From an optimization exercise on the open Yosys and OpenROAD flow, aimed at small area and few clock cycles; shortcuts taken in it are not production practice. RTL that was checked went through simulation tests only; none was proved equivalent to the original. For runs 2 to 5, only the layout was checked, not whether the RTL still works.

**flow/config.mk**
```make
export PLATFORM = sky130hd
export DESIGN_NAME = vlsu_load_top
export DESIGN_NICKNAME = vlsu_load_top
export VERILOG_FILES = /design/flow/design.v
export SDC_FILE = /design/flow/constraint.sdc
export NUM_CORES = 4
export LEC_CHECK = 0
export CAP_MARGIN = 20
export CORE_MARGIN = 2
export CORE_UTILIZATION = 40
export PLACE_DENSITY = 0.6
export SLEW_MARGIN = 20
```
**flow/constraint.sdc**
```tcl
create_clock -name core_clock -period 10.0 [get_ports {clk_i}]
set_input_delay 2.0000 -clock core_clock [delete_from_list [all_inputs] [get_ports {clk_i}]]
set_output_delay 2.0000 -clock core_clock [all_outputs]
set_load 0.01 [all_outputs]
```
**flow/design.v**
```verilog
package vlsu_pkg;
  localparam int unsigned BusNibbles  = 8;
  localparam int unsigned BusIdxW     = $clog2(BusNibbles);
  localparam int unsigned LaneNibbles = 4;
  localparam int unsigned NrLanesDef  = 4;
  localparam int unsigned RowNibbles  = LaneNibbles * NrLanesDef;
  localparam int unsigned RowPtrW     = $clog2(RowNibbles);
  localparam int unsigned RowIdxW     = 4;
  localparam int unsigned AxiRW       = BusNibbles*4 + 1;
  localparam int unsigned TxnCtrlW    = 1 + BusIdxW + 8 + 4 + 1;
  localparam int unsigned MetaW       = 8 + 2;
  localparam int unsigned LaneWrW     = LaneNibbles*4 + LaneNibbles + RowIdxW;
  localparam int unsigned SeqInfoW    = RowPtrW;
  typedef struct packed {
    logic [BusNibbles*4-1:0] data;
    logic                    last;
  } axi_r_t;
  typedef struct packed {
    logic               is_head;
    logic [BusIdxW-1:0] head_nb;
    logic [7:0]         rmn_beat;
    logic [3:0]         lb_nb;      
    logic               is_final;
  } txn_ctrl_t;
  typedef struct packed {
    logic [7:0] vstart;
    logic [1:0] sew;
  } meta_t;
  typedef struct packed {
    logic [RowNibbles*4-1:0] nb;
    logic [RowNibbles-1:0]   en;
    logic                    last;
  } seq_row_t;
  typedef struct packed {
    logic [LaneNibbles*4-1:0] data;
    logic [LaneNibbles-1:0]   be;
    logic [RowIdxW-1:0]       row;
  } lane_wr_t;
  typedef struct packed {
    logic [RowPtrW-1:0] start_ptr;
  } seq_info_t;
endpackage
`timescale 1ns/1ps
module vlsu_fifo #(
  parameter int unsigned Depth = 4,
  parameter int unsigned Width = 1
) (
  input  logic             clk_i,
  input  logic             rst_ni,
  input  logic             in_valid_i,
  output logic             in_ready_o,
  input  logic [Width-1:0] in_i,
  output logic             out_valid_o,
  input  logic             out_ready_i,
  output logic [Width-1:0] out_o
);
  localparam int unsigned IdxW = (Depth > 1) ? $clog2(Depth) : 1;
  logic [Width-1:0] mem_q [Depth];
  logic [IdxW-1:0]  wr_idx_q, rd_idx_q;
  logic             wr_flag_q, rd_flag_q;
  logic             full, empty, push, pop;
  assign full  = (wr_idx_q == rd_idx_q) && (wr_flag_q != rd_flag_q);
  assign empty = (wr_idx_q == rd_idx_q) && (wr_flag_q == rd_flag_q);
  assign in_ready_o  = !full;
  assign out_valid_o = !empty;
  assign out_o       = mem_q[rd_idx_q];
  assign push = in_valid_i && in_ready_o;
  assign pop  = out_valid_o && out_ready_i;
  always_ff @(posedge clk_i or negedge rst_ni) begin
    if (!rst_ni) begin
      wr_idx_q  <= '0;
      rd_idx_q  <= '0;
      wr_flag_q <= 1'b0;
      rd_flag_q <= 1'b0;
    end else begin
      if (push) begin
        if (wr_idx_q == IdxW'(Depth - 1)) begin
          wr_idx_q  <= '0;
          wr_flag_q <= ~wr_flag_q;
        end else begin
          wr_idx_q <= wr_idx_q + 1'b1;
        end
      end
      if (pop) begin
        if (rd_idx_q == IdxW'(Depth - 1)) begin
          rd_idx_q  <= '0;
          rd_flag_q <= ~rd_flag_q;
        end else begin
          rd_idx_q <= rd_idx_q + 1'b1;
        end
      end
    end
  end
  always_ff @(posedge clk_i) begin
    if (push) begin
      mem_q[wr_idx_q] <= in_i;
    end
  end
endmodule
`timescale 1ns/1ps
module vlsu_seq_load #(
  parameter int unsigned MetaDepth = 2
) (
  input  logic      clk_i,
  input  logic      rst_ni,
  input  logic      axi_r_valid_i,
  output logic      axi_r_ready_o,
  input  vlsu_pkg::axi_r_t    axi_r_i,
  input  logic      txn_valid_i,
  output logic      txn_ready_o,
  input  vlsu_pkg::txn_ctrl_t txn_i,
  input  logic      meta_valid_i,
  output logic      meta_ready_o,
  input  vlsu_pkg::meta_t     meta_i,
  output logic      row_valid_o,
  input  logic      row_ready_i,
  output vlsu_pkg::seq_row_t  row_o
);
  typedef enum logic {
    S_IDLE,
    S_COMMIT
  } state_e;
  state_e state_q, state_d;
  vlsu_pkg::seq_info_t info_in, info_out;
  logic      info_valid, info_ready;
  assign info_in.start_ptr = meta_i.vstart[vlsu_pkg::RowPtrW-1:0] << meta_i.sew;
  vlsu_fifo #(
    .Depth (MetaDepth),
    .Width (vlsu_pkg::SeqInfoW)
  ) i_info_fifo (
    .clk_i       (clk_i),
    .rst_ni      (rst_ni),
    .in_valid_i  (meta_valid_i),
    .in_ready_o  (meta_ready_o),
    .in_i        (info_in),
    .out_valid_o (info_valid),
    .out_ready_i (info_ready),
    .out_o       (info_out)
  );
  logic [1:0][vlsu_pkg::RowNibbles*4-1:0] nb_q, nb_d;
  logic [1:0][vlsu_pkg::RowNibbles-1:0]   en_q, en_d;
  logic [1:0]                   last_q, last_d;
  logic [vlsu_pkg::RowNibbles*4-1:0]      wr_nb;
  logic [vlsu_pkg::RowNibbles-1:0]        wr_en;
  logic [1:0] wr_cnt_q, rd_cnt_q;
  logic       buf_full, buf_empty, row_enq, row_deq;
  assign buf_full  = (wr_cnt_q ^ rd_cnt_q) == 2'b10;
  assign buf_empty = wr_cnt_q == rd_cnt_q;
  assign row_valid_o = !buf_empty;
  assign row_o.nb    = nb_q[rd_cnt_q[0]];
  assign row_o.en    = en_q[rd_cnt_q[0]];
  assign row_o.last  = last_q[rd_cnt_q[0]];
  assign row_deq     = row_valid_o && row_ready_i;
  logic [vlsu_pkg::BusIdxW-1:0] bus_cnt_q, bus_cnt_d;
  logic [vlsu_pkg::RowPtrW-1:0] ptr_q, ptr_d;
  logic [3:0]         lower_nb, upper_nb, bus_avail, start_nb;
  logic [vlsu_pkg::RowPtrW:0]   row_free, n_cmt;
  logic               do_cmt, accept, final_beat;
  assign final_beat = txn_i.is_final && axi_r_i.last;
  assign lower_nb   = txn_i.is_head ? {1'b0, txn_i.head_nb} : 4'd0;
  assign upper_nb   = (txn_i.rmn_beat == '0) ? txn_i.lb_nb : 4'(vlsu_pkg::BusNibbles);
  assign bus_avail  = upper_nb - lower_nb - {1'b0, bus_cnt_q};
  assign row_free   = (vlsu_pkg::RowPtrW+1)'(vlsu_pkg::RowNibbles) - {1'b0, ptr_q};
  assign start_nb   = lower_nb + {1'b0, bus_cnt_q};
  assign do_cmt     = (state_q == S_COMMIT) && axi_r_valid_i && txn_valid_i && !buf_full;
  assign axi_r_ready_o = accept;
  assign txn_ready_o   = accept;
  always_comb begin
    state_d    = state_q;
    bus_cnt_d  = bus_cnt_q;
    ptr_d      = ptr_q;
    nb_d       = nb_q;
    en_d       = en_q;
    last_d     = last_q;
    wr_nb      = nb_q[wr_cnt_q[0]];
    wr_en      = en_q[wr_cnt_q[0]];
    info_ready = 1'b0;
    accept     = 1'b0;
    row_enq    = 1'b0;
    n_cmt      = '0;
    if (state_q == S_IDLE) begin
      if (txn_valid_i && info_valid) begin
        info_ready = 1'b1;
        bus_cnt_d  = '0;
        ptr_d      = info_out.start_ptr;
        state_d    = S_COMMIT;
      end
    end else if (do_cmt) begin
      if ({1'b0, bus_avail} > row_free) begin
        n_cmt     = row_free;
        bus_cnt_d = bus_cnt_q + vlsu_pkg::BusIdxW'(row_free);
        ptr_d     = '0;
        row_enq   = 1'b1;
      end else begin
        n_cmt     = {1'b0, bus_avail};
        bus_cnt_d = '0;
        ptr_d     = ptr_q + bus_avail;
        accept    = 1'b1;
        if (({1'b0, bus_avail} == row_free) || final_beat) begin
          ptr_d   = '0;
          row_enq = 1'b1;
        end
        if (final_beat) begin
          state_d = S_IDLE;
        end
      end
      for (int unsigned i = 0; i < vlsu_pkg::RowNibbles; i++) begin
        if ((i >= ptr_q) && (i < ptr_q + n_cmt)) begin
          wr_nb[i*4 +: 4] = axi_r_i.data[vlsu_pkg::BusIdxW'(i + start_nb - ptr_q)*4 +: 4];
          wr_en[i]        = 1'b1;
        end
      end
      nb_d[wr_cnt_q[0]]   = wr_nb;
      en_d[wr_cnt_q[0]]   = wr_en;
      last_d[wr_cnt_q[0]] = row_enq && accept && final_beat;
    end
    if (row_deq) begin
      nb_d[rd_cnt_q[0]]   = '0;
      en_d[rd_cnt_q[0]]   = '0;
      last_d[rd_cnt_q[0]] = 1'b0;
    end
  end
  always_ff @(posedge clk_i or negedge rst_ni) begin
    if (!rst_ni) begin
      state_q   <= S_IDLE;
      bus_cnt_q <= '0;
      ptr_q     <= '0;
      wr_cnt_q  <= '0;
      rd_cnt_q  <= '0;
      nb_q      <= '0;
      en_q      <= '0;
      last_q    <= '0;
    end else begin
      state_q   <= state_d;
      bus_cnt_q <= bus_cnt_d;
      ptr_q     <= ptr_d;
      nb_q      <= nb_d;
      en_q      <= en_d;
      last_q    <= last_d;
      if (row_enq) begin
        wr_cnt_q <= wr_cnt_q + 2'd1;
      end
      if (row_deq) begin
        rd_cnt_q <= rd_cnt_q + 2'd1;
      end
    end
  end
endmodule
`timescale 1ns/1ps
module vlsu_shuffle #(
  parameter int unsigned NrLanes = vlsu_pkg::NrLanesDef
) (
  input  logic                                clk_i,
  input  logic                                rst_ni,
  input  logic                                row_valid_i,
  output logic                                row_ready_o,
  input  vlsu_pkg::seq_row_t                            row_i,
  input  logic [NrLanes-1:0]                  lane_ready_i,
  output logic [NrLanes-1:0]                  lane_push_o,
  output logic [NrLanes-1:0][vlsu_pkg::LaneWrW-1:0] lane_o
);
  logic [vlsu_pkg::RowIdxW-1:0] row_cnt_q;
  logic               row_xfer;
  assign row_ready_o = &lane_ready_i;
  assign row_xfer    = row_valid_i && row_ready_o;
  for (genvar j = 0; j < NrLanes; j++) begin : gen_slice
    vlsu_pkg::lane_wr_t slice;
    assign slice.data     = row_i.nb[j*vlsu_pkg::LaneNibbles*4 +: vlsu_pkg::LaneNibbles*4];
    assign slice.be       = row_i.en[j*vlsu_pkg::LaneNibbles +: vlsu_pkg::LaneNibbles];
    assign slice.row      = row_cnt_q;
    assign lane_push_o[j] = row_xfer;
    assign lane_o[j]      = slice;
  end
  always_ff @(posedge clk_i or negedge rst_ni) begin
    if (!rst_ni) begin
      row_cnt_q <= '0;
    end else if (row_xfer) begin
      if (row_i.last) begin
        row_cnt_q <= '0;
      end else begin
        row_cnt_q <= row_cnt_q + 1'b1;
      end
    end
  end
endmodule
`timescale 1ns/1ps
module vlsu_lane_queue #(
  parameter int unsigned Depth = 4
) (
  input  logic     clk_i,
  input  logic     rst_ni,
  input  logic     push_i,
  input  vlsu_pkg::lane_wr_t wr_i,
  output logic     ready_o,
  output logic     q_valid_o,
  input  logic     q_ready_i,
  output vlsu_pkg::lane_wr_t q_o
);
  logic keep;
  assign keep = push_i && (|wr_i.be);
  vlsu_fifo #(
    .Depth (Depth),
    .Width (vlsu_pkg::LaneWrW)
  ) i_fifo (
    .clk_i       (clk_i),
    .rst_ni      (rst_ni),
    .in_valid_i  (keep),
    .in_ready_o  (ready_o),
    .in_i        (wr_i),
    .out_valid_o (q_valid_o),
    .out_ready_i (q_ready_i),
    .out_o       (q_o)
  );
endmodule
`timescale 1ns/1ps
module vlsu_wb_arbiter #(
  parameter int unsigned NrLanes = vlsu_pkg::NrLanesDef
) (
  input  logic                                     clk_i,
  input  logic                                     rst_ni,
  input  logic [NrLanes-1:0]                       q_valid_i,
  output logic [NrLanes-1:0]                       q_ready_o,
  input  logic [NrLanes-1:0][vlsu_pkg::LaneWrW-1:0] q_i,
  output logic                                     wb_valid_o,
  input  logic                                     wb_ready_i,
  output vlsu_pkg::lane_wr_t                                 wb_o,
  output logic [$clog2(NrLanes)-1:0]               wb_lane_o
);
  localparam int unsigned LaneW = $clog2(NrLanes);
  logic [LaneW-1:0] last_q, gnt;
  logic             found;
  always_comb begin
    int unsigned idx;
    found = 1'b0;
    gnt   = last_q;
    for (int unsigned off = 1; off <= NrLanes; off++) begin
      idx = (32'(last_q) + off) % NrLanes;
      if (!found && q_valid_i[idx]) begin
        found = 1'b1;
        gnt   = LaneW'(idx);
      end
    end
  end
  assign wb_valid_o = found;
  assign wb_o       = q_i[gnt];
  assign wb_lane_o  = gnt;
  always_comb begin
    q_ready_o = '0;
    if (wb_valid_o && wb_ready_i) begin
      q_ready_o[gnt] = 1'b1;
    end
  end
  always_ff @(posedge clk_i or negedge rst_ni) begin
    if (!rst_ni) begin
      last_q <= LaneW'(NrLanes - 1);
    end else if (wb_valid_o && wb_ready_i) begin
      last_q <= gnt;
    end
  end
endmodule
`timescale 1ns/1ps
module vlsu_load_top #(
  parameter int unsigned NrLanes   = vlsu_pkg::NrLanesDef,
  parameter int unsigned MetaDepth = 2,
  parameter int unsigned LaneDepth = 4
) (
  input  logic                       clk_i,
  input  logic                       rst_ni,
  input  logic                       axi_r_valid_i,
  output logic                       axi_r_ready_o,
  input  logic [32:0]                axi_r_i,
  input  logic                       txn_valid_i,
  output logic                       txn_ready_o,
  input  logic [16:0]                txn_i,
  input  logic                       meta_valid_i,
  output logic                       meta_ready_o,
  input  logic [9:0]                 meta_i,
  output logic                       wb_valid_o,
  input  logic                       wb_ready_i,
  output logic [23:0]                wb_o,
  output logic [$clog2(NrLanes)-1:0] wb_lane_o
);
  localparam int unsigned SliceW = vlsu_pkg::LaneWrW;
  vlsu_pkg::axi_r_t    axi_r;
  vlsu_pkg::txn_ctrl_t txn;
  vlsu_pkg::meta_t     meta;
  vlsu_pkg::lane_wr_t  wb;
  assign axi_r = axi_r_i;
  assign txn   = txn_i;
  assign meta  = meta_i;
  assign wb_o  = wb;
  logic                            row_valid, row_ready;
  vlsu_pkg::seq_row_t                        row;
  logic [NrLanes-1:0]              lane_ready, push, q_valid, q_ready;
  logic [NrLanes-1:0][SliceW-1:0]  slice;
  logic [NrLanes-1:0][SliceW-1:0]  q_data;
  vlsu_seq_load #(
    .MetaDepth (MetaDepth)
  ) i_seq_load (
    .clk_i, .rst_ni,
    .axi_r_valid_i, .axi_r_ready_o,
    .axi_r_i     (axi_r),
    .txn_valid_i, .txn_ready_o,
    .txn_i       (txn),
    .meta_valid_i, .meta_ready_o,
    .meta_i      (meta),
    .row_valid_o (row_valid),
    .row_ready_i (row_ready),
    .row_o       (row)
  );
  vlsu_shuffle #(
    .NrLanes (NrLanes)
  ) i_shuffle (
    .clk_i, .rst_ni,
    .row_valid_i  (row_valid),
    .row_ready_o  (row_ready),
    .row_i        (row),
    .lane_ready_i (lane_ready),
    .lane_push_o  (push),
    .lane_o       (slice)
  );
  for (genvar k = 0; k < NrLanes; k++) begin : gen_lane
    vlsu_pkg::lane_wr_t q_k;
    vlsu_lane_queue #(
      .Depth (LaneDepth)
    ) i_lane_queue (
      .clk_i, .rst_ni,
      .push_i    (push[k]),
      .wr_i      (slice[k]),
      .ready_o   (lane_ready[k]),
      .q_valid_o (q_valid[k]),
      .q_ready_i (q_ready[k]),
      .q_o       (q_k)
    );
    assign q_data[k] = q_k;
  end
  vlsu_wb_arbiter #(
    .NrLanes (NrLanes)
  ) i_wb_arbiter (
    .clk_i, .rst_ni,
    .q_valid_i  (q_valid),
    .q_ready_o  (q_ready),
    .q_i        (q_data),
    .wb_valid_o, .wb_ready_i,
    .wb_o       (wb),
    .wb_lane_o
  );
endmodule
```
**flow/run.sh**
```bash
#!/bin/bash
# synth_recipe.tcl (not shown) runs the flow's synth.tcl, then flattens the netlist and writes it again
# the make line also repeats each setting of config.mk as NAME=value (left out here)
make -C /OpenROAD-flow-scripts/flow DESIGN_CONFIG=/design/flow/config.mk WORK_HOME=/design/flow/orfs CLKGATE_MAP_FILE= SYNTH_SCRIPT=/design/flow/synth_recipe.tcl finish
```
==> results of run 1 <==
path summary, 6_finish.rpt:
kind,endpoint,slack [ns],cells past startpoint
max in group asynchronous,i_seq_load.i_info_fifo.wr_idx_q$_DFFE_PN0P_,7.19,2
worst max-delay path,txn_ready_o,1.07,17
worst min register to register,i_seq_load.i_info_fifo.wr_flag_q$_DFFE_PN0P_,0.48,1
worst max register to register,i_seq_load.nb_q[88]$_DFF_PN0_,3.85,19
worst min-delay path,i_seq_load.i_info_fifo.wr_flag_q$_DFFE_PN0P_,0.48,1
min in group asynchronous,gen_lane[0].i_lane_queue.i_fifo.wr_idx_q[0]$_DFFE_PN0P_,1.34,1
metal layers:
layer  vias to the layer above  global-route usage (%)
met4                         0                    7.11
met2                       556                    30.3
met1                      8295                    28.4
met5                         -                       0
met3                        97                    2.85
li1                       7118                       -
through the flow:
| stage | worst slack [ns] | util (%) |
|---|---|---|
| 2_1_floorplan | 2.09 | - |
| 3_3_place_gp | 0.941 | 43.1 |
| 3_5_place_dp | 0.784 | 43.1 |
| 4_1_cts | 1.10 | 45.8 |
| 5_1_grt | 0.852 | 45.8 |
| 6_report | 1.07 | 45.8 |
cell usage in the layout (no fill, tap or decap), types with 22 or more instances in the layout:
master and count:
a21oi_1 112, a211oi_1 80, and3_1 23, o21ai_0 41, mux2i_1 123, mux2_2 88, mux4_2 128, buf_4 40
ha_1 52, nor2_1 105, dfrtp_1 203, edfxtp_1 392, clkdlybuf4s50_1 90, inv_1 41, nand2_1 68, clkbuf_16 61
a31oi_1 22
state kept, by name, indices dropped and copies added (netlist names):
signal	cells
i_shuffle.row_cnt_q	4
gen_lane.i_lane_queue.i_fifo.rd_idx_q	8
i_seq_load.i_info_fifo.wr_flag_q	1
gen_lane.i_lane_queue.i_fifo.mem_q	384
i_seq_load.rd_cnt_q	2
i_seq_load.wr_cnt_q	2
gen_lane.i_lane_queue.i_fifo.wr_idx_q	8
gen_lane.i_lane_queue.i_fifo.wr_flag_q	4
i_seq_load.nb_q	128
i_seq_load.last_q	2
i_seq_load.i_info_fifo.rd_flag_q	1
i_seq_load.ptr_q	4
i_seq_load.bus_cnt_q	3
gen_lane.i_lane_queue.i_fifo.rd_flag_q	4
i_seq_load.i_info_fifo.wr_idx_q	1
i_seq_load.i_info_fifo.mem_q	8
i_wb_arbiter.last_q	2
i_seq_load.state_q	1
i_seq_load.en_q	32
i_seq_load.i_info_fifo.rd_idx_q	1
worst max-delay path: cells and delay by family:
kind	cells	cell delay (ns)
xor+xnor	1	0.36
compound gates	2	0.54
simple gates	7	1.77
buf+inv	4	1.20
fa+ha+maj	3	1.04
cell families after synthesis:
| kind of cell | synth area share, % |
|---|---|
| flops | 61.8 |
| buf+inv | 2.06 |
| fa+ha+maj | 3.10 |
| mux | 18.7 |
| compound gates | 6.89 |
| simple gates | 5.45 |
| xor+xnor | 1.99 |
final cells by class:
| cell class | instances | area [sq um] |
|---|---|---|
| Clock buffer | 80 | 1640 |
| Fill cell | 5949 | 37000 |
| Tap cell | 882 | 1100 |
| Sequential cell | 600 | 17000 |
| Inverter | 42 | 160 |
| Timing Repair Buffer | 132 | 1220 |
| Clock inverter | 30 | 205 |
| Multi-Input combinational cell | 1057 | 9960 |
==> qor.csv, run 1 <==
stage,metric,value,unit
die,Starting Density,40.3,%
finish,Final Cell Area,31300,sq um
yosys,leading cell types by count after synthesis,"edfxtp_1 (392), dfrtp_1 (206), mux4_2 (128)",
finish,Antenna diodes,0,
worst_setup_path,WS Path Type,primary input to primary output,
placement,RePlAce Congestion,0.840,
worst_setup_path,CP arrival,6.93,ns
yosys,"FFs w/ async S/R, synth",34.7,%
global_routing,total gr overflow,0,
placement,Post-DP HPWL,47.1,mm
route,routed wl met3,3.83,mm
sta,fin. max-slew vios,0,
sta,period utilization,89.3,%
sta,fin crit period,8.93,ns
die,Core ar.,68200,sq um
yosys,Synth top area share,42.9,%
yosys,most instantiated library cell after synthesis,edfxtp_1,
yosys,synth warn,5,
worst_setup_path,reg2reg start,i_seq_load.bus_cnt_q[2]$_DFFE_PN0P_,
sta,Hold Fails Final Rpt,0,
finish,Finished Layout Cells,2823,
route,met1 WL,30.7,mm
yosys,"EDFF count, synth",392,
die,Die H,266,microns
yosys,synthesized net count,1914,
yosys,"Top FF cell, synth",edfxtp_1,
sta,TNS Setup,0,ns
yosys,"Seq/Total Area, Yosys",61.8,%
yosys,synthesized cell area,27500,sq um
route,starting DRC count in detailed routing,1161,
worst_setup_path,Slowest cell on crit path,nor3_1,
clocking,PostCTS Resize Cnt,0,
sta,Slew @ Worst Pin,1.11,ns
clocking,clock-pin slew on the worst setup and hold paths,0.06,ns
route,DR WL/cell,24.3,microns
sta,# setup viols final,0,
route,antenna-violating nets left,0,
worst_setup_path,cell chain of the critical path,clkdlybuf4s50_1 -> or4_4 -> nor2_1 -> and2_1 -> fa_1 -> ha_1 -> nand3_1 -> o31a_1 -> xnor3_2 -> inv_1 -> ha_1 -> nand3_1 -> o221a_2 -> nor3_1 -> buf_4 -> nor2b_1 -> clkdlybuf4s50_1,
worst_setup_path,Setup crit start kind,primary input,
yosys,"top cells by area, synth","edfxtp_1 (43%), dfrtp_1 (19%), mux4_2 (10%)",
global_routing,initial antenna violation count,1,
clocking,CTS sink cnt,600,
yosys,"area leader, netlist",edfxtp_1,
finish,"Net count, final",2021,
placement,Placed Cells incl. Taps,2713,
sta,Worst Hold Margin,0.484,ns
die,Ports,96,
finish,synth-to-layout area growth,13.9,%
worst_setup_path,Slowest Stage Delay on Critical Path,0.59,ns
yosys,Yosys reg bits,600,
yosys,Syn Area/Cell,15.4,sq um
clocking,Post-CTS Setup Bufs,0,
sta,Clock Skew,0.0135,ns
global_routing,largest net degree at the start of global routing,87,
yosys,Unique masters post-synth,71,
outcome,status,"complete, no violations",
yosys,post-synthesis instance total,1786,
clocking,CTS Buffer Depth,3,
clocking,Skew-Pair Late Insertion Delay,0.62,ns
clocking,"Hold-fix buffers, CTS",0,
sta,RSZ-0062 raised after global routing,no,
route,met2 WL,31.7,mm
placement,I/O Buffers,91,
route,DR pass1 iterations,5,
sta,Relative slew margins,24.2,%
route,Top Metal Used,met4,
clocking,CTS buffer count,60,
flow_run,Max Cap Viol,0,
worst_setup_path,CP max FO,6,
route,WL final,68.6,mm
die,Die Area,70800,sq um
placement,Placed Instance Area,29400,sq um
route,Via Count,16100,
die,FP Rows,96,
route,vias per cell,5.69,
worst_setup_path,Worst Setup SP,txn_i[10],
worst_setup_path,CP endpoint kind,primary output,
global_routing,global-route wire length before repair,103,mm
clocking,clk root buf,clkbuf_16,
sta,Max Clk Rate,0.112,GHz
finish,fraction of layout cells with a size suffix above 1,20.4,%
clocking,htree depth,2,
die,Die X,266,microns
global_routing,all-layer global routing usage,19.6,%
min_path,min-delay worst type,flop to flop,
worst_setup_path,Worst Path Required,8.00,ns
min_path,startpoint of the worst hold path,i_seq_load.i_info_fifo.wr_flag_q$_DFFE_PN0P_,
clocking,CTS tree,built,
global_routing,vias in the first global route,16000,
route,DRC errors left,0,
Testbench counts, summed over its fixed seeds: cycles 13,737.
==> inputs of run 2 (changes only) <==
--- a/flow/design.v
+++ b/flow/design.v
@@ -380,69 +380,103 @@
   output logic [23:0]                wb_o,
   output logic [$clog2(NrLanes)-1:0] wb_lane_o
 );
-  localparam int unsigned SliceW = vlsu_pkg::LaneWrW;
   vlsu_pkg::axi_r_t    axi_r;
   vlsu_pkg::txn_ctrl_t txn;
   vlsu_pkg::meta_t     meta;
-  vlsu_pkg::lane_wr_t  wb;
   assign axi_r = axi_r_i;
   assign txn   = txn_i;
   assign meta  = meta_i;
-  assign wb_o  = wb;
-  logic                            row_valid, row_ready;
-  vlsu_pkg::seq_row_t                        row;
-  logic [NrLanes-1:0]              lane_ready, push, q_valid, q_ready;
-  logic [NrLanes-1:0][SliceW-1:0]  slice;
-  logic [NrLanes-1:0][SliceW-1:0]  q_data;
-  vlsu_seq_load #(
-    .MetaDepth (MetaDepth)
-  ) i_seq_load (
-    .clk_i, .rst_ni,
-    .axi_r_valid_i, .axi_r_ready_o,
-    .axi_r_i     (axi_r),
-    .txn_valid_i, .txn_ready_o,
-    .txn_i       (txn),
-    .meta_valid_i, .meta_ready_o,
-    .meta_i      (meta),
-    .row_valid_o (row_valid),
-    .row_ready_i (row_ready),
-    .row_o       (row)
-  );
-  vlsu_shuffle #(
-    .NrLanes (NrLanes)
-  ) i_shuffle (
-    .clk_i, .rst_ni,
-    .row_valid_i  (row_valid),
-    .row_ready_o  (row_ready),
-    .row_i        (row),
-    .lane_ready_i (lane_ready),
-    .lane_push_o  (push),
-    .lane_o       (slice)
-  );
-  for (genvar k = 0; k < NrLanes; k++) begin : gen_lane
-    vlsu_pkg::lane_wr_t q_k;
-    vlsu_lane_queue #(
-      .Depth (LaneDepth)
-    ) i_lane_queue (
-      .clk_i, .rst_ni,
-      .push_i    (push[k]),
-      .wr_i      (slice[k]),
-      .ready_o   (lane_ready[k]),
-      .q_valid_o (q_valid[k]),
-      .q_ready_i (q_ready[k]),
-      .q_o       (q_k)
-    );
-    assign q_data[k] = q_k;
+  logic       busy_q;           
+  logic [3:0] ptr_q;            
+  logic [1:0] lo_q;             
+  logic [3:0] row_q;            
+  logic       mid_q;            
+  logic [2:0] idx_q;            
+  logic [2:0][3:0] buf_q;       
+  logic [3:0] start_ptr, ptr, row;
+  logic [1:0] lo, f, lane;
+  logic       mid, active;
+  assign start_ptr = meta.vstart[3:0] << meta.sew;
+  assign active    = busy_q || meta_valid_i;
+  assign ptr       = busy_q ? ptr_q : start_ptr;
+  assign lo        = busy_q ? lo_q  : start_ptr[1:0];
+  assign row       = busy_q ? row_q : 4'd0;
+  assign mid       = busy_q && mid_q;
+  assign f         = ptr[1:0];
+  assign lane      = ptr[3:2];
+  assign meta_ready_o = !busy_q;
+  logic [2:0] lower, idx, s;
+  logic [3:0] upper, avail, room, rem;
+  logic       final_beat, close, beat_v;
+  assign beat_v     = axi_r_valid_i && txn_valid_i && active;
+  assign final_beat = txn.is_final && axi_r.last;
+  assign lower      = txn.is_head ? txn.head_nb : 3'd0;
+  assign upper      = (txn.rmn_beat == '0) ? txn.lb_nb : 4'd8;
+  assign idx        = mid ? idx_q : lower;
+  assign avail      = upper - {1'b0, idx};
+  assign room       = 4'd4 - {2'b0, f};
+  assign close      = avail >= room;
+  assign rem        = avail - room;
+  assign s          = idx - {1'b0, f};
+  logic [7:0][3:0] bnib, rot;
+  assign bnib = axi_r.data;
+  always_comb begin
+    for (int unsigned i = 0; i < 8; i++) begin
+      rot[i] = bnib[3'(i + 32'(s))];
+    end
+  end
+  logic [3:0][3:0] out_nb;
+  logic [3:0]      be;
+  logic [2:0]      end_pos;    
+  always_comb begin
+    for (int unsigned i = 0; i < 4; i++) begin
+      out_nb[i] = (i < 32'(f)) ? buf_q[i] : rot[i];
+    end
+  end
+  assign end_pos = close ? 3'd4 : ({1'b0, f} + avail[2:0]);
+  always_comb begin
+    for (int unsigned i = 0; i < 4; i++) begin
+      be[i] = (i >= 32'(lo)) && (i < 32'(end_pos));
+    end
+  end
+  logic wr, do_step, take, done, stash;
+  assign wr      = beat_v && (close || final_beat);
+  assign do_step = beat_v && (!wr || wb_ready_i);
+  assign stash   = close && !final_beat && (rem < 4'd4);
+  assign take    = do_step && (close ? (stash || rem == 4'd0) : 1'b1);
+  assign done    = take && final_beat;
+  assign axi_r_ready_o = take;
+  assign txn_ready_o   = take;
+  assign wb_valid_o = wr;
+  assign wb_o       = {out_nb, be, row};
+  assign wb_lane_o  = lane;
+  always_ff @(posedge clk_i or negedge rst_ni) begin
+    if (!rst_ni) begin
+      busy_q <= 1'b0;
+    end else begin
+      busy_q <= active && !done;
+    end
+  end
+  always_ff @(posedge clk_i) begin
+    ptr_q <= ptr;
+    lo_q  <= lo;
+    row_q <= row;
+    mid_q <= mid;
+    if (!do_step) begin
+    end else if (close) begin
+      ptr_q <= {lane + 2'd1, stash ? rem[1:0] : 2'd0};
+      lo_q  <= 2'd0;
+      row_q <= (lane == 2'd3) ? row + 4'd1 : row;
+      mid_q <= !take;
+    end else begin
+      ptr_q <= {lane, f + avail[1:0]};
+      mid_q <= 1'b0;
+    end
+    if (do_step) begin
+      idx_q <= idx + room[2:0];
+      for (int unsigned p = 0; p < 3; p++) begin
+        buf_q[p] <= close ? rot[4+p] : out_nb[p];
+      end
+    end
   end
-  vlsu_wb_arbiter #(
-    .NrLanes (NrLanes)
-  ) i_wb_arbiter (
-    .clk_i, .rst_ni,
-    .q_valid_i  (q_valid),
-    .q_ready_o  (q_ready),
-    .q_i        (q_data),
-    .wb_valid_o, .wb_ready_i,
-    .wb_o       (wb),
-    .wb_lane_o
-  );
 endmodule
==> qor.csv, run 2 <==
stage,metric,value,unit
sta,RSZ-0062 raised after global routing,no,
finish,synth-to-layout area growth,33.3,%
finish,Final Util,54.7,%
die,Core ar.,7690,sq um
worst_setup_path,Crit path top cell by count,inv_1,
yosys,synthesized net count,378,
sta,Max Clk Rate,0.116,GHz
finish,"commonest non-fill, non-tap cells in the layout","clkdlybuf4s50_1 (91), mux4_2 (32), nor2_1 (26), mux2i_1 (26), nand2_1 (18)",
finish,"Net count, final",463,
worst_setup_path,"Largest delay share family, worst path",buffers and inverters,
sta,period utilization,86.1,%
finish,fill count,696,
global_routing,total gr overflow,0,
sta,Relative slew margins,48.9,%
clocking,clock-pin slew on the worst setup and hold paths,0.10,ns
yosys,"top cells by area, synth","mux4_2 (23%), edfxtp_1 (14%), mux2i_1 (8.2%)",
sta,fin. max-slew vios,0,
placement,Placed Instance Area,4160,sq um
clocking,Post-CTS Setup Bufs,0,
yosys,most instantiated library cell after synthesis,mux4_2,
worst_setup_path,CP arrival,6.61,ns
placement,Post-DP HPWL,6.14,mm
finish,max reg flops,12,
sta,Worst Hold Margin,0.567,ns
flow_run,Max Cap Viol,0,
clocking,CTS buffer count,3,
worst_setup_path,cell chain of the critical path,clkdlybuf4s50_1 -> nor4b_1 -> a21oi_1 -> inv_1 -> ha_1 -> inv_1 -> fa_1 -> buf_4 -> inv_1 -> ha_1 -> mux4_2 -> mux2_2 -> clkdlybuf4s50_1,
finish,register area,696,sq um
worst_setup_path,Slowest cell on crit path,ha_1,
worst_setup_path,reg2reg start,busy_q$_DFF_PN0_,
clocking,CTS tree,built,
finish,Final Cell Area,4210,sq um
route,DR pass1 iterations,4,
yosys,"Seq/Total Area, Yosys",22.0,%
placement,Placed Cells incl. Taps,474,
min_path,startpoint of the worst hold path,row_q[2]$_DFF_P_,
placement,RePlAce Congestion,0.818,
global_routing,global-route wire length before repair,12.7,mm
worst_setup_path,flop2flop setup slack,5.23,ns
finish,"most common cell after layout, fill and taps aside",clkdlybuf4s50_1,
die,Die Area,8620,sq um
yosys,synth warn,2,
worst_setup_path,Slowest Stage Delay on Critical Path,0.77,ns
yosys,leading cell types by count after synthesis,"mux4_2 (32), mux2i_1 (26), nor2_1 (26)",
finish,multi-input combinational cell area,2330,sq um
die,Die H,92.8,microns
worst_setup_path,CP max FO,19,
clocking,PostCTS Resize Cnt,0,
global_routing,initial antenna violation count,0,
sta,TNS Setup,0,ns
route,DRC errors left,0,
clocking,htree depth,1,
finish,Antenna diodes,0,
yosys,"Top FF cell, synth",edfxtp_1,
clocking,"Hold-fix buffers, CTS",0,
clocking,CTS Buffer Depth,2,
global_routing,all-layer global routing usage,18.3,%
route,vias per cell,5.47,
sta,Clock Skew,0.00165,ns
global_routing,largest net degree at the start of global routing,36,
yosys,synthesized cell area,3160,sq um
yosys,"area leader, netlist",mux4_2,
worst_setup_path,Worst Path Required,8.00,ns
yosys,"FFs w/ async S/R, synth",3.70,%
clocking,clk root buf,clkbuf_8,
worst_setup_path,worst path buffer plus inverter count,6,
die,FP Rows,32,
placement,I/O Buffers,91,
clocking,Skew-Pair Late Insertion Delay,0.27,ns
global_routing,vias in the first global route,2617,
yosys,Unique masters post-synth,48,
route,starting DRC count in detailed routing,82,
finish,fraction of layout cells with a size suffix above 1,16.0,%
sta,post-layout worst setup margin,1.39,ns
worst_setup_path,WS Path Type,primary input to primary output,
route,Via Count,2615,
outcome,status,"complete, no violations",
finish,Finished Layout Cells,478,
die,Starting Density,41.0,%
sta,Slew @ Worst Pin,0.765,ns
min_path,min-delay worst type,flop to flop,
sta,# setup viols final,0,
route,WL final,7.57,mm
sta,Hold Fails Final Rpt,0,
die,Die X,92.8,microns
yosys,"EDFF count, synth",15,
sta,fin crit period,8.61,ns
yosys,Syn Area/Cell,10.8,sq um
placement,dpl ws,1.35,ns
route,DR WL/cell,15.8,microns
worst_setup_path,CP endpoint kind,primary output,
die,Ports,96,
worst_setup_path,Setup crit start kind,primary input,
yosys,Synth top area share,22.8,%
worst_setup_path,worst reg2reg endpoint,ptr_q[1]$_DFF_P_,
min_path,Hold Path End,row_q[3]$_DFF_P_,
route,antenna-violating nets left,0,
finish,Top Registers,"buf_q x12, ptr_q x4, row_q x4",
yosys,post-synthesis instance total,292,
min_path,WHS Path Cells,3,
finish,Top reg by flops,buf_q,
worst_setup_path,Reg2Reg Depth,13,
yosys,Yosys reg bits,27,
clocking,CTS sink cnt,27,
-- run 2: cell types whose count changed after synthesis, sizes merged, moves of 47 or more --
cell,change
edfxtp,-377
dfrtp,-205
a21oi,-97
mux2i,-97
mux4,-96
mux2,-82
nor2,-82
a211oi,-79
nand2,-50
clkbuf,-47
-- run 2: cells by family after synthesis --
logic type	count (synthesis)	synth area share, %
mux	66	33.9
buf+inv	32	4.16
fa+ha+maj	20	9.12
simple gates	75	11.7
compound gates	54	12.1
xor+xnor	18	7.02
flops	27	22.0
-- run 2: final cells by class --
cell class / count / area share (%)
Sequential cell: 27 / 16.5
Clock inverter: 1 / 0.119
Clock buffer: 3 / 0.982
Timing Repair Buffer: 95 / 22.4
Tap cell: 102 / 3.03
Inverter: 17 / 1.52
Multi-Input combinational cell: 233 / 55.4
-- run 2: worst max path at each step --
stage | start | endpoint | slack, ns | cells past startpoint
after detailed placement | meta_i[0] | wb_o[20] | 1.35 | 13
after global routing | meta_i[0] | wb_o[12] | 1.06 | 14
after global placement | meta_i[0] | wb_o[22] | 1.40 | 13
final | meta_i[0] | wb_o[20] | 1.39 | 13
after floorplan | meta_i[0] | wb_o[20] | 2.28 | 14
after CTS | meta_i[0] | wb_o[20] | 1.33 | 13
-- run 2: worst reg2reg max path, cell delays in order, from the launching register on --
cell and delay (ns):
dfrtp_1 0.69, nand2_1 0.27, a31oi_4 0.53, ha_1 0.37
xor2_1 0.26, inv_1 0.08, ha_1 0.36, nor2b_1 0.16
a311oi_1 0.50, nand3_1 0.13, o21a_1 0.27, inv_1 0.59
o21ai_0 0.25, a2bb2oi_2 0.19
-- run 2: routing by layer --
layer,vias to the layer above,GRT usage (%),wire [microns]
met1,1261,25.9,3620
met4,0,2.94,38
met3,2,1.71,331
li1,1269,-,-
met5,-,0,0
met2,83,31.1,3590
==> inputs of run 3 (changes only) <==
--- a/flow/config.mk
+++ b/flow/config.mk
@@ -5,6 +5,7 @@
 export SDC_FILE = /design/flow/constraint.sdc
 export NUM_CORES = 4
 export LEC_CHECK = 0
+export ABC_AREA = 1
 export CAP_MARGIN = 20
 export CORE_MARGIN = 2
 export CORE_UTILIZATION = 40
==> qor.csv, run 3 <==
stage,metric,value,unit
finish,"most common cell after layout, fill and taps aside",nand2_1,
min_path,startpoint of the worst hold path,row_q[1]$_DFF_P_,
worst_setup_path,Worst Path Required,8.00,ns
yosys,post-synthesis mux area share,0.657,%
yosys,synthesized net count,604,
flow_run,Max Cap Viol,0,
finish,synth-to-layout area growth,31.0,%
yosys,Synth Area in XOR/XNOR,3.28,%
route,routed wl met3,437,microns
worst_setup_path,reg2reg start,busy_q$_DFF_PN0_,
route,starting DRC count in detailed routing,123,
route,DR WL/cell,12.4,microns
sta,Max Clk Rate,0.113,GHz
min_path,Hold Path End,row_q[1]$_DFF_P_,
clocking,CTS tree,built,
sta,fin crit period,8.84,ns
yosys,Synth top area share,20.7,%
global_routing,vias in the first global route,3205,
worst_setup_path,Setup crit start kind,primary input,
clocking,CTS Buffer Depth,2,
route,met1 WL,3.89,mm
finish,Top reg by flops,buf_q,
yosys,Yosys reg bits,27,
global_routing,largest net degree at the start of global routing,52,
clocking,PostCTS Resize Cnt,0,
yosys,synthesized cell area,3240,sq um
yosys,leading cell types by count after synthesis,"nand2_1 (179), inv_1 (81), o21ai_0 (61)",
clocking,Post-CTS Setup Bufs,0,
yosys,"EDFF count, synth",15,
clocking,htree depth,1,
clocking,CTS sink cnt,27,
finish,multi-input combinational cell area,2120,sq um
sta,RSZ-0062 raised after global routing,no,
yosys,most instantiated library cell after synthesis,nand2_1,
placement,RePlAce Congestion,0.846,
worst_setup_path,CP arrival,6.84,ns
yosys,Synth Area in Simple Gates,33.3,%
route,antenna-violating nets left,0,
route,Via Count,3408,
die,Core ar.,7770,sq um
sta,Slew @ Worst Pin,0.732,ns
finish,Top Registers,"buf_q x12, ptr_q x4, row_q x4",
sta,Clock Skew,0.0111,ns
yosys,Unique masters post-synth,44,
yosys,"top cells by area, synth","nand2_1 (21%), edfxtp_1 (14%), o21ai_0 (9.4%)",
route,WL final,8.63,mm
yosys,Syn Area/Cell,6.25,sq um
yosys,post-synthesis instance total,518,
yosys,Compound-Gate Fraction of Synth Area,19.4,%
worst_setup_path,CP max FO,32,
worst_setup_path,Reg2Reg Depth,16,
die,Starting Density,41.7,%
route,vias per cell,4.88,
min_path,WHS Path Cells,2,
sta,TNS Setup,0,ns
sta,Relative slew margins,51.1,%
finish,fraction of layout cells with a size suffix above 1,6.38,%
die,Die H,94.0,microns
worst_setup_path,WS Path Type,primary input to primary output,
finish,"Net count, final",683,
yosys,"Seq/Total Area, Yosys",21.5,%
finish,max reg flops,12,
die,Die X,94.0,microns
sta,period utilization,88.4,%
global_routing,all-layer global routing usage,20.4,%
route,DRC errors left,0,
outcome,status,"complete, no violations",
sta,fin. max-slew vios,0,
global_routing,initial antenna violation count,0,
finish,Final Cell Area,4240,sq um
clocking,Skew-Pair Late Insertion Delay,0.29,ns
placement,Placed Instance Area,4200,sq um
yosys,"FFs w/ async S/R, synth",3.70,%
worst_setup_path,worst reg2reg endpoint,buf_q[5]$_DFFE_PN_,
finish,Antenna diodes,0,
yosys,combinational family with the most area after synthesis,simple AND/OR/NAND/NOR gates,
finish,register area,696,sq um
die,Ports,96,
route,DR pass1 iterations,4,
placement,I/O Buffers,91,
finish,"commonest non-fill, non-tap cells in the layout","nand2_1 (179), clkdlybuf4s50_1 (91), inv_1 (81)",
min_path,min-delay worst type,flop to flop,
placement,Post-DP HPWL,7.09,mm
global_routing,total gr overflow,0,
yosys,"Top FF cell, synth",edfxtp_1,
route,met2 WL,4.16,mm
worst_setup_path,CP endpoint kind,primary output,
sta,# setup viols final,0,
clocking,"Hold-fix buffers, CTS",0,
worst_setup_path,flop2flop setup slack,5.33,ns
yosys,adder and majority gate portion of the synthesized area,8.88,%
yosys,"area leader, netlist",nand2_1,
sta,Hold Fails Final Rpt,0,
die,FP Rows,32,
clocking,clock-pin slew on the worst setup and hold paths,0.11,ns
die,Die Area,8830,sq um
route,Top Metal Used,met4,
clocking,clk root buf,clkbuf_8,
yosys,synth warn,2,
finish,fill count,810,
global_routing,global-route wire length before repair,14.4,mm
clocking,CTS buffer count,3,
## run 3: changes by cell type after synthesis, sizes merged, moves of 6 or more
cell / before / now
a21o: 14 / 0
mux2i: 26 / 1
nand2: 18 / 189
nor2: 26 / 19
o21ai: 10 / 70
xnor2: 11 / 5
mux2: 8 / 1
mux4: 32 / 0
o211ai: 2 / 15
inv: 17 / 84
nand3: 8 / 25
## run 3: metrics by stage
stage	instances	hold slack (ns)	utilization [%]	worst slack, ns
global placement	694	0.483	54.0	1.27
CTS	698	0.505	54.6	1.17
global route	698	0.543	54.6	0.613
finish	698	0.502	54.6	1.16
detailed placement	694	0.487	54.0	1.18
floorplan	518	0.463	-	3.05
## run 3: cells by family after synthesis
| family | count (synthesis) |
|---|---|
| buffers and inverters | 104 |
| flip-flops | 27 |
| multiplexers | 2 |
| adder cells (fa/ha/maj) | 20 |
| XOR/XNOR | 10 |
| AND/OR/NAND/NOR | 249 |
| AO/OA/AOI/OAI | 106 |
## run 3: routing by layer
metal / GRT usage [%] / vias up
met1: 25.9 / 1505
met2: 36.3 / 83
met3: 3.13 / 11
met5: 0 / -
met4: 4.83 / 0
li1: - / 1809
## run 3: cell type report
class	instances	share of cell area, %
clock inverters	1	0.147
well taps	102	3.01
flip-flops and latches	27	16.4
clock buffers	3	0.973
repair buffers	93	21.8
multi-input cells	387	50.0
inverters	85	7.64
## run 3: critical path, cell delays in order
cell	delay (ns)
clkdlybuf4s50_1	0.47
inv_1	0.12
nand2_1	0.07
o21ai_0	0.17
o21ai_0	0.22
inv_1	0.21
ha_1	0.18
inv_1	0.05
fa_1	0.76
inv_1	0.37
ha_1	0.38
inv_1	0.54
o21ai_0	0.32
inv_1	0.16
nand2_2	0.06
nand3_2	0.09
and2_1	0.12
clkdlybuf4s50_1	0.53
## run 3: how the worst max path moves through the flow
stage	slack (ns)	from	endpoint
after floorplan	3.05	txn_i[8]	txn_ready_o
after global placement	1.27	meta_i[0]	wb_o[13]
after detailed placement	1.18	meta_i[0]	wb_o[13]
after CTS	1.17	meta_i[0]	wb_o[13]
after global routing	0.61	meta_i[0]	wb_o[13]
final	1.16	meta_i[0]	wb_o[13]
==> inputs of run 4 (changes only) <==
==> flow/flow/run.sh (new file) <==
#!/bin/bash
# Standard ORFS layout, with the port buffers made of the smallest buffer cell.
set -euo pipefail
bash standard.sh BUFFER_PORTS_ARGS="-buffer_cell sky130_fd_sc_hd__buf_1" finish > standard_flow.log 2>&1
==> flow/standard.sh (new file) <==
#!/bin/bash
# synth_recipe.tcl (not shown) runs the flow's synth.tcl, then flattens the netlist and writes it again
# the make line also repeats each setting of config.mk as NAME=value (left out here)
make -C /OpenROAD-flow-scripts/flow DESIGN_CONFIG=/design/flow/config.mk WORK_HOME=/design/flow/orfs CLKGATE_MAP_FILE= SYNTH_SCRIPT=/design/flow/synth_recipe.tcl "${@:-finish}"
--- a/flow/config.mk
+++ b/flow/config.mk
@@ -5,7 +5,6 @@
 export SDC_FILE = /design/flow/constraint.sdc
 export NUM_CORES = 4
 export LEC_CHECK = 0
-export ABC_AREA = 1
 export CAP_MARGIN = 20
 export CORE_MARGIN = 2
 export CORE_UTILIZATION = 40
removed: flow/run.sh
==> qor.csv, run 4 <==
stage,metric,value,unit
sta,Worst Hold Margin,0.565,ns
yosys,post-synthesis instance total,292,
global_routing,total gr overflow,0,
route,WL final,7.21,mm
worst_setup_path,Slowest cell on crit path,ha_1,
die,Starting Density,41.0,%
worst_setup_path,CP endpoint kind,primary output,
worst_setup_path,reg2reg start,busy_q$_DFF_PN0_,
global_routing,global-route wire length before repair,11.6,mm
sta,TNS Setup,0,ns
yosys,most instantiated library cell after synthesis,mux4_2,
yosys,Yosys reg bits,27,
clocking,CTS sink cnt,27,
route,antenna-violating nets left,0,
sta,Clock Skew,0.00592,ns
finish,Top reg by flops,buf_q,
min_path,min-delay worst type,flop to flop,
min_path,startpoint of the worst hold path,row_q[2]$_DFF_P_,
worst_setup_path,Worst Path Required,8.00,ns
sta,period utilization,77.7,%
sta,Max Clk Rate,0.129,GHz
yosys,Unique masters post-synth,48,
min_path,Hold Path End,row_q[3]$_DFF_P_,
clocking,"Hold-fix buffers, CTS",0,
route,DR WL/cell,15.1,microns
worst_setup_path,CP arrival,5.77,ns
finish,"most common cell after layout, fill and taps aside",buf_1,
yosys,"top cells by area, synth","mux4_2 (23%), edfxtp_1 (14%), mux2i_1 (8.2%)",
yosys,Syn Area/Cell,10.8,sq um
finish,"Net count, final",463,
route,starting DRC count in detailed routing,73,
worst_setup_path,cell chain of the critical path,buf_1 -> nor4b_1 -> a21oi_1 -> inv_1 -> ha_1 -> inv_1 -> fa_1 -> buf_4 -> inv_1 -> ha_1 -> mux4_2 -> mux2_2 -> buf_1,
sta,Hold Fails Final Rpt,0,
sta,fin. max-slew vios,0,
yosys,"EDFF count, synth",15,
worst_setup_path,Crit path top cell by count,inv_1,
route,DRC errors left,0,
finish,"commonest non-fill, non-tap cells in the layout","buf_1 (91), mux4_2 (32), nor2_1 (26), mux2i_1 (26), nand2_1 (18)",
yosys,synthesized net count,378,
sta,fin crit period,7.77,ns
route,vias per cell,5.46,
finish,synth-to-layout area growth,15.3,%
clocking,CTS buffer count,3,
sta,RSZ-0062 raised after global routing,no,
worst_setup_path,CP max FO,19,
sta,# setup viols final,0,
global_routing,all-layer global routing usage,16.4,%
placement,Post-DP HPWL,5.72,mm
worst_setup_path,worst reg2reg endpoint,ptr_q[1]$_DFF_P_,
clocking,CTS tree,built,
finish,fraction of layout cells with a size suffix above 1,16.0,%
die,Die H,92.8,microns
clocking,Skew-Pair Late Insertion Delay,0.28,ns
die,Core ar.,7690,sq um
flow_run,Max Cap Viol,0,
die,Die X,92.8,microns
clocking,clock-pin slew on the worst setup and hold paths,0.11,ns
route,DR pass1 iterations,4,
route,Via Count,2612,
sta,Slew @ Worst Pin,0.784,ns
worst_setup_path,WS Path Type,primary input to primary output,
sta,Relative slew margins,47.7,%
global_routing,vias in the first global route,2346,
clocking,PostCTS Resize Cnt,0,
worst_setup_path,Setup crit start kind,primary input,
die,Ports,96,
worst_setup_path,flop2flop setup slack,5.29,ns
clocking,CTS Buffer Depth,2,
finish,Top Registers,"buf_q x12, ptr_q x4, row_q x4",
die,Die Area,8620,sq um
outcome,status,"complete, no violations",
die,FP Rows,32,
yosys,synthesized cell area,3160,sq um
clocking,Post-CTS Setup Bufs,0,
finish,max reg flops,12,
placement,I/O Buffers,91,
yosys,leading cell types by count after synthesis,"mux4_2 (32), mux2i_1 (26), nor2_1 (26)",
yosys,"Top FF cell, synth",edfxtp_1,
min_path,WHS Path Cells,3,
yosys,"FFs w/ async S/R, synth",3.70,%
yosys,"Seq/Total Area, Yosys",22.0,%
global_routing,largest net degree at the start of global routing,36,
clocking,htree depth,1,
global_routing,initial antenna violation count,0,
finish,Antenna diodes,0,
yosys,"area leader, netlist",mux4_2,
sta,post-layout worst setup margin,2.23,ns
worst_setup_path,Reg2Reg Depth,13,
clocking,clk root buf,clkbuf_8,
placement,RePlAce Congestion,0.777,
yosys,Synth top area share,22.8,%
yosys,synth warn,2,
worst_setup_path,Slowest Stage Delay on Critical Path,0.80,ns
placement,dpl ws,2.24,ns
run 4: changes by cell type after synthesis, sizes merged, moves of 6 or more:
cell / delta
o21ai: -60
mux2: +7
mux2i: +25
inv: -67
mux4: +32
nand3: -17
nor2: +7
nand2: -171
o211ai: -13
a21o: +14
xnor2: +6
run 4: cell type report:
| class | count | area (sq um) |
|---|---|---|
| clock buffer | 3 | 41.3 |
| multi-input combinational | 233 | 2330 |
| sequential | 27 | 696 |
| fill | 740 | 4050 |
| clock inverter | 1 | 7.51 |
| inverter | 17 | 63.8 |
| tap | 102 | 128 |
| timing repair buffer | 95 | 372 |
run 4: per-layer routing:
metal | share of wire, % | up-vias | track usage (%)
li1 | - | 1265 | -
met1 | 47 | 1260 | 23.9
met2 | 47 | 85 | 26.8
met3 | 5.5 | 2 | 1.95
met4 | 0.42 | 0 | 2.82
met5 | 0 | - | 0
run 4: how the worst max path moves through the flow:
| stage | from | end | slack, ns | depth (start not counted) |
|---|---|---|---|---|
| after detailed placement | meta_i[0] | wb_o[22] | 2.24 | 13 |
| final | meta_i[0] | wb_o[22] | 2.23 | 13 |
| after global routing | meta_i[0] | wb_o[20] | 1.94 | 13 |
| after floorplan | meta_i[0] | wb_o[20] | 2.28 | 14 |
| after CTS | meta_i[0] | wb_o[22] | 2.21 | 13 |
| after global placement | meta_i[0] | wb_o[22] | 2.27 | 13 |
run 4: metrics by stage:
| step | std cells | cell area (sq um) | util [%] |
|---|---|---|---|
| 2_1_floorplan | 292 | 3160 | - |
| 3_3_place_gp | 474 | 3590 | 46.7 |
| 3_5_place_dp | 474 | 3590 | 46.7 |
| 4_1_cts | 478 | 3640 | 47.3 |
| 5_1_grt | 478 | 3640 | 47.3 |
| 6_report | 478 | 3640 | 47.3 |
run 4: cell families after synthesis:
family | share of synthesized area [%]
xor gates and xnor gates | 7.02
muxes | 33.9
and+or+nand+nor | 11.7
DFF | 22.0
buffers and inverters | 4.16
AOI/OAI and AO/OA | 12.1
adders and majority gates | 9.12
run 4: critical path, delay by kind of cell:
kind            cells  cell delay (ns)
mux                 2             0.88
simple gates        1             0.41
compound gates      1             0.13
fa+ha+maj           3             1.46
buf+inv             6             0.87
==> inputs of run 5 (changes only) <==
--- a/flow/design.v
+++ b/flow/design.v
@@ -387,6 +387,7 @@
   assign txn   = txn_i;
   assign meta  = meta_i;
   logic       busy_q;           
+  logic       pend_q;           
   logic [3:0] ptr_q;            
   logic [1:0] lo_q;             
   logic [3:0] row_q;            
@@ -395,16 +396,17 @@
   logic [2:0][3:0] buf_q;       
   logic [3:0] start_ptr, ptr, row;
   logic [1:0] lo, f, lane;
-  logic       mid, active;
+  logic       mid, active, held;
   assign start_ptr = meta.vstart[3:0] << meta.sew;
   assign active    = busy_q || meta_valid_i;
   assign ptr       = busy_q ? ptr_q : start_ptr;
   assign lo        = busy_q ? lo_q  : start_ptr[1:0];
   assign row       = busy_q ? row_q : 4'd0;
+  assign held      = busy_q || pend_q;
   assign mid       = busy_q && mid_q;
   assign f         = ptr[1:0];
   assign lane      = ptr[3:2];
-  assign meta_ready_o = !busy_q;
+  assign meta_ready_o = !busy_q && !(pend_q && !do_step);
   logic [2:0] lower, idx, s;
   logic [3:0] upper, avail, room, rem;
   logic       final_beat, close, beat_v;
@@ -428,33 +430,45 @@
   logic [3:0][3:0] out_nb;
   logic [3:0]      be;
   logic [2:0]      end_pos;    
+  logic [1:0]      wr_lo;
+  logic [2:0]      wr_hi;
   always_comb begin
     for (int unsigned i = 0; i < 4; i++) begin
-      out_nb[i] = (i < 32'(f)) ? buf_q[i] : rot[i];
+      out_nb[i] = (i < 32'(ptr_q[1:0]) && held) ? buf_q[i] : rot[i];
     end
   end
   assign end_pos = close ? 3'd4 : ({1'b0, f} + avail[2:0]);
+  assign wr_lo   = held ? lo_q : start_ptr[1:0];
+  assign wr_hi   = pend_q ? {1'b0, ptr_q[1:0]} : end_pos;
   always_comb begin
     for (int unsigned i = 0; i < 4; i++) begin
-      be[i] = (i >= 32'(lo)) && (i < 32'(end_pos));
+      be[i] = (i >= 32'(wr_lo)) && (i < 32'(wr_hi));
     end
   end
   logic wr, do_step, take, done, stash;
-  assign wr      = beat_v && (close || final_beat);
-  assign do_step = beat_v && (!wr || wb_ready_i);
-  assign stash   = close && !final_beat && (rem < 4'd4);
-  assign take    = do_step && (close ? (stash || rem == 4'd0) : 1'b1);
+  logic beat_wr;
+  assign beat_wr = beat_v && (close || final_beat);
+  assign wr      = pend_q || beat_wr;
+  assign do_step = beat_v && (pend_q ? (!beat_wr && wb_ready_i) : (!wr || wb_ready_i));
+  assign stash   = close && (rem < 4'd4);
+  assign take    = do_step && (close ? stash : 1'b1);
   assign done    = take && final_beat;
   assign axi_r_ready_o = take;
   assign txn_ready_o   = take;
   assign wb_valid_o = wr;
-  assign wb_o       = {out_nb, be, row};
-  assign wb_lane_o  = lane;
+  assign wb_o       = {out_nb, be, held ? row_q : 4'd0};
+  assign wb_lane_o  = held ? ptr_q[3:2] : start_ptr[3:2];
   always_ff @(posedge clk_i or negedge rst_ni) begin
     if (!rst_ni) begin
       busy_q <= 1'b0;
+      pend_q <= 1'b0;
     end else begin
-      busy_q <= active && !done;
+      busy_q <= (busy_q || (meta_valid_i && meta_ready_o)) && !done;
+      if (pend_q) begin
+        pend_q <= !wb_ready_i;
+      end else begin
+        pend_q <= done && close && (rem != 4'd0);
+      end
     end
   end
   always_ff @(posedge clk_i) begin
@@ -472,10 +486,15 @@
       ptr_q <= {lane, f + avail[1:0]};
       mid_q <= 1'b0;
     end
+    if (pend_q && !do_step) begin
+      ptr_q <= ptr_q;
+      lo_q  <= lo_q;
+      row_q <= row_q;
+    end
     if (do_step) begin
       idx_q <= idx + room[2:0];
       for (int unsigned p = 0; p < 3; p++) begin
-        buf_q[p] <= close ? rot[4+p] : out_nb[p];
+        buf_q[p] <= close ? rot[4+p] : (pend_q ? rot[p] : out_nb[p]);
       end
     end
   end
==> flow/run.sh (new file) <==
#!/bin/bash
# synth_recipe.tcl (not shown) runs the flow's synth.tcl, then flattens the netlist and writes it again
# the make line also repeats each setting of config.mk as NAME=value (left out here)
make -C /OpenROAD-flow-scripts/flow DESIGN_CONFIG=/design/flow/config.mk WORK_HOME=/design/flow/orfs CLKGATE_MAP_FILE= SYNTH_SCRIPT=/design/flow/synth_recipe.tcl finish
--- a/flow/config.mk
+++ b/flow/config.mk
@@ -5,6 +5,7 @@
 export SDC_FILE = /design/flow/constraint.sdc
 export NUM_CORES = 4
 export LEC_CHECK = 0
+export ABC_AREA = 1
 export CAP_MARGIN = 20
 export CORE_MARGIN = 2
 export CORE_UTILIZATION = 40
removed: flow/flow/run.sh
removed: flow/standard.sh
==> qor.csv, run 5 <==
stage,metric,value,unit
outcome,status,"complete, no violations",
global_routing,largest net degree at the start of global routing,68,
sta,Slew @ Worst Pin,0.770,ns
worst_setup_path,CP endpoint kind,primary output,
global_routing,global-route wire length before repair,16.6,mm
die,FP Rows,34,
global_routing,total gr overflow,0,
clocking,Post-CTS Setup Bufs,0,
sta,# setup viols final,0,
clocking,PostCTS Resize Cnt,0,
finish,fill count,899,
clocking,clock-pin slew on the worst setup and hold paths,0.11,ns
yosys,"EDFF count, synth",25,
clocking,"Hold-fix buffers, CTS",0,
global_routing,initial antenna violation count,0,
global_routing,vias in the first global route,3728,
route,starting DRC count in detailed routing,246,
finish,Antenna diodes,0,
yosys,synthesized cell area,3590,sq um
yosys,"top cells by area, synth","nand2_1 (26%), edfxtp_1 (21%), o21ai_0 (12%)",
sta,Hold Fails Final Rpt,0,
finish,Top reg by flops,buf_q,
clocking,CTS sink cnt,28,
yosys,post-synthesis instance total,608,
worst_setup_path,CP arrival,6.28,ns
yosys,"Seq/Total Area, Yosys",22.9,%
min_path,min-delay worst type,flop to flop,
placement,RePlAce Congestion,0.850,
finish,fraction of layout cells with a size suffix above 1,3.51,%
sta,Max Clk Rate,0.121,GHz
yosys,"area leader, netlist",nand2_1,
placement,Post-DP HPWL,7.82,mm
sta,TNS Setup,0,ns
worst_setup_path,WS Path Type,primary input to primary output,
worst_setup_path,Worst Path Required,8.00,ns
yosys,most instantiated library cell after synthesis,nand2_1,
global_routing,all-layer global routing usage,20.1,%
min_path,WHS Path Cells,2,
yosys,Syn Area/Cell,5.90,sq um
sta,fin. max-slew vios,0,
yosys,Synth top area share,25.6,%
worst_setup_path,Setup crit start kind,primary input,
route,Via Count,3935,
route,DR pass1 iterations,7,
clocking,CTS buffer count,3,
clocking,clk root buf,clkbuf_8,
finish,multi-input combinational cell area,2350,sq um
finish,"Net count, final",769,
route,DRC errors left,0,
clocking,CTS tree,built,
sta,fin crit period,8.28,ns
route,DR WL/cell,12.2,microns
finish,register area,821,sq um
finish,"commonest non-fill, non-tap cells in the layout","nand2_1 (245), clkdlybuf4s50_1 (91), o21ai_0 (89)",
sta,period utilization,82.8,%
yosys,leading cell types by count after synthesis,"nand2_1 (245), o21ai_0 (89), inv_1 (73)",
die,Starting Density,41.1,%
route,vias per cell,4.97,
die,Ports,96,
yosys,synth warn,2,
die,Core ar.,8720,sq um
worst_setup_path,Reg2Reg Depth,17,
sta,RSZ-0062 raised after global routing,no,
route,antenna-violating nets left,0,
yosys,"FFs w/ async S/R, synth",7.14,%
yosys,synthesized net count,693,
finish,max reg flops,12,
sta,Clock Skew,0.00201,ns
die,Die H,98.7,microns
sta,Relative slew margins,48.7,%
worst_setup_path,CP max FO,32,
finish,Top Registers,"buf_q x12, ptr_q x4, row_q x4",
placement,I/O Buffers,91,
yosys,Unique masters post-synth,37,
finish,"most common cell after layout, fill and taps aside",nand2_1,
yosys,Yosys reg bits,28,
clocking,htree depth,1,
die,Die Area,9740,sq um
yosys,"Top FF cell, synth",edfxtp_1,
route,WL final,9.67,mm
clocking,Skew-Pair Late Insertion Delay,0.28,ns
clocking,CTS Buffer Depth,2,
flow_run,Max Cap Viol,0,
die,Die X,98.7,microns
finish,synth-to-layout area growth,28.3,%
[run 5: cell count changes after synthesis, moves of 14 or more]
cell | before | now
nand3_1 | 8 | 37
a21o_1 | 14 | 0
o21ai_0 | 10 | 89
inv_1 | 17 | 73
mux4_2 | 32 | 0
nand2_1 | 18 | 245
mux2i_1 | 26 | 0
[run 5: cells by family after synthesis]
family / Yosys count / share of synthesized area [%]
and+or+nand+nor: 324 / 36.6
buffers and inverters: 101 / 11.7
DFF: 28 / 22.9
adders and majority gates: 19 / 7.67
xor gates and xnor gates: 9 / 2.41
AOI/OAI and AO/OA: 127 / 18.8
[run 5: stage by stage]
step / area, sq um / utilization, % / hold slack, ns / setup WS (ns) / cells
after detailed placement: 4530 / 52.0 / 0.568 / 1.76 / 787
after global routing: 4600 / 52.8 / 0.618 / 1.33 / 791
after floorplan: 3590 / - / 0.517 / 3.00 / 608
final: 4600 / 52.8 / 0.587 / 1.72 / 791
after CTS: 4600 / 52.8 / 0.587 / 1.75 / 791
after global placement: 4530 / 52.0 / 0.567 / 1.80 / 787
[run 5: area by class of cell]
| class | count | area share [%] |
|---|---|---|
| timing repair buffer | 94 | 20.3 |
| inverter | 78 | 6.41 |
| sequential | 28 | 17.8 |
| multi-input combinational | 479 | 51.0 |
| clock buffer | 3 | 0.897 |
| clock inverter | 1 | 0.652 |
| tap | 108 | 2.94 |
[run 5: metal layers]
metal,vias to the layer above,GRT usage [%],wire length [microns]
li1,2099,-,-
met1,1733,29.1,4750
met2,99,33.9,4440
met3,4,1.42,416
met4,0,2.95,68
met5,-,0,0
[run 5: path summary, 6_finish.rpt]
check                                       from  slack (ns)                 end
worst max-delay path                   meta_i[0]        1.72            wb_o[14]
worst min-delay path               mid_q$_DFF_P_        0.59       mid_q$_DFF_P_
worst max register to register  busy_q$_DFF_PN0_        5.50  row_q[0]$_DFFE_PN_
worst min register to register     mid_q$_DFF_P_        0.59       mid_q$_DFF_P_
max in group asynchronous                 rst_ni        8.01    busy_q$_DFF_PN0_
min in group asynchronous                 rst_ni        1.87    pend_q$_DFF_PN0_
[run 5: worst max-delay path: stages]
cell and delay [ns]:
clkdlybuf4s50_1 0.57, nor2_1 0.09, nand2_1 0.09, nand2_1 0.07, o21ai_0 0.20, inv_1 0.19, ha_1 0.25, fa_1 0.48
buf_4 0.24, ha_1 0.27, inv_1 0.54, o21ai_0 0.39, nand2_1 0.18, nand3_1 0.10, nand2_1 0.09, clkdlybuf4s50_1 0.53

-- re-timing with driven ports --
The flow's constraints put no driver on any port. The routed layouts listed below were extracted and timed again, unchanged, in two steps.
Step 1, drivers: a clkbuf_16 drives clk_i and a buf_2 each remaining input, both assumed.
Step 2 also shifts input and output timing later by t, the mid clock arrival at the registers, as if the neighbouring blocks saw the same clock.
a / b / c = ideal / step 1 / step 2; a / b = the first two.
run	t, ns	setup WS [ns]	worst hold slack (ns)
run 1	0.665	1.075 / 1.053 / 1.039	0.484 / 0.484 / 0.484
run 2	0.303	1.387 / 1.363 / 1.363	0.567 / 0.567 / 0.567
run 3	0.318	1.159 / 1.135 / 1.135	0.502 / 0.502 / 0.502
run 4	0.304	2.232 / 2.209 / 2.209	0.565 / 0.565 / 0.565
run 5	0.312	1.724 / 1.695 / 1.695	0.587 / 0.587 / 0.587
After both steps every run listed still meets setup and hold. The setup slack of run 1, which loses most, moves by -0.022 ns with the drivers and by -0.036 ns with both steps.
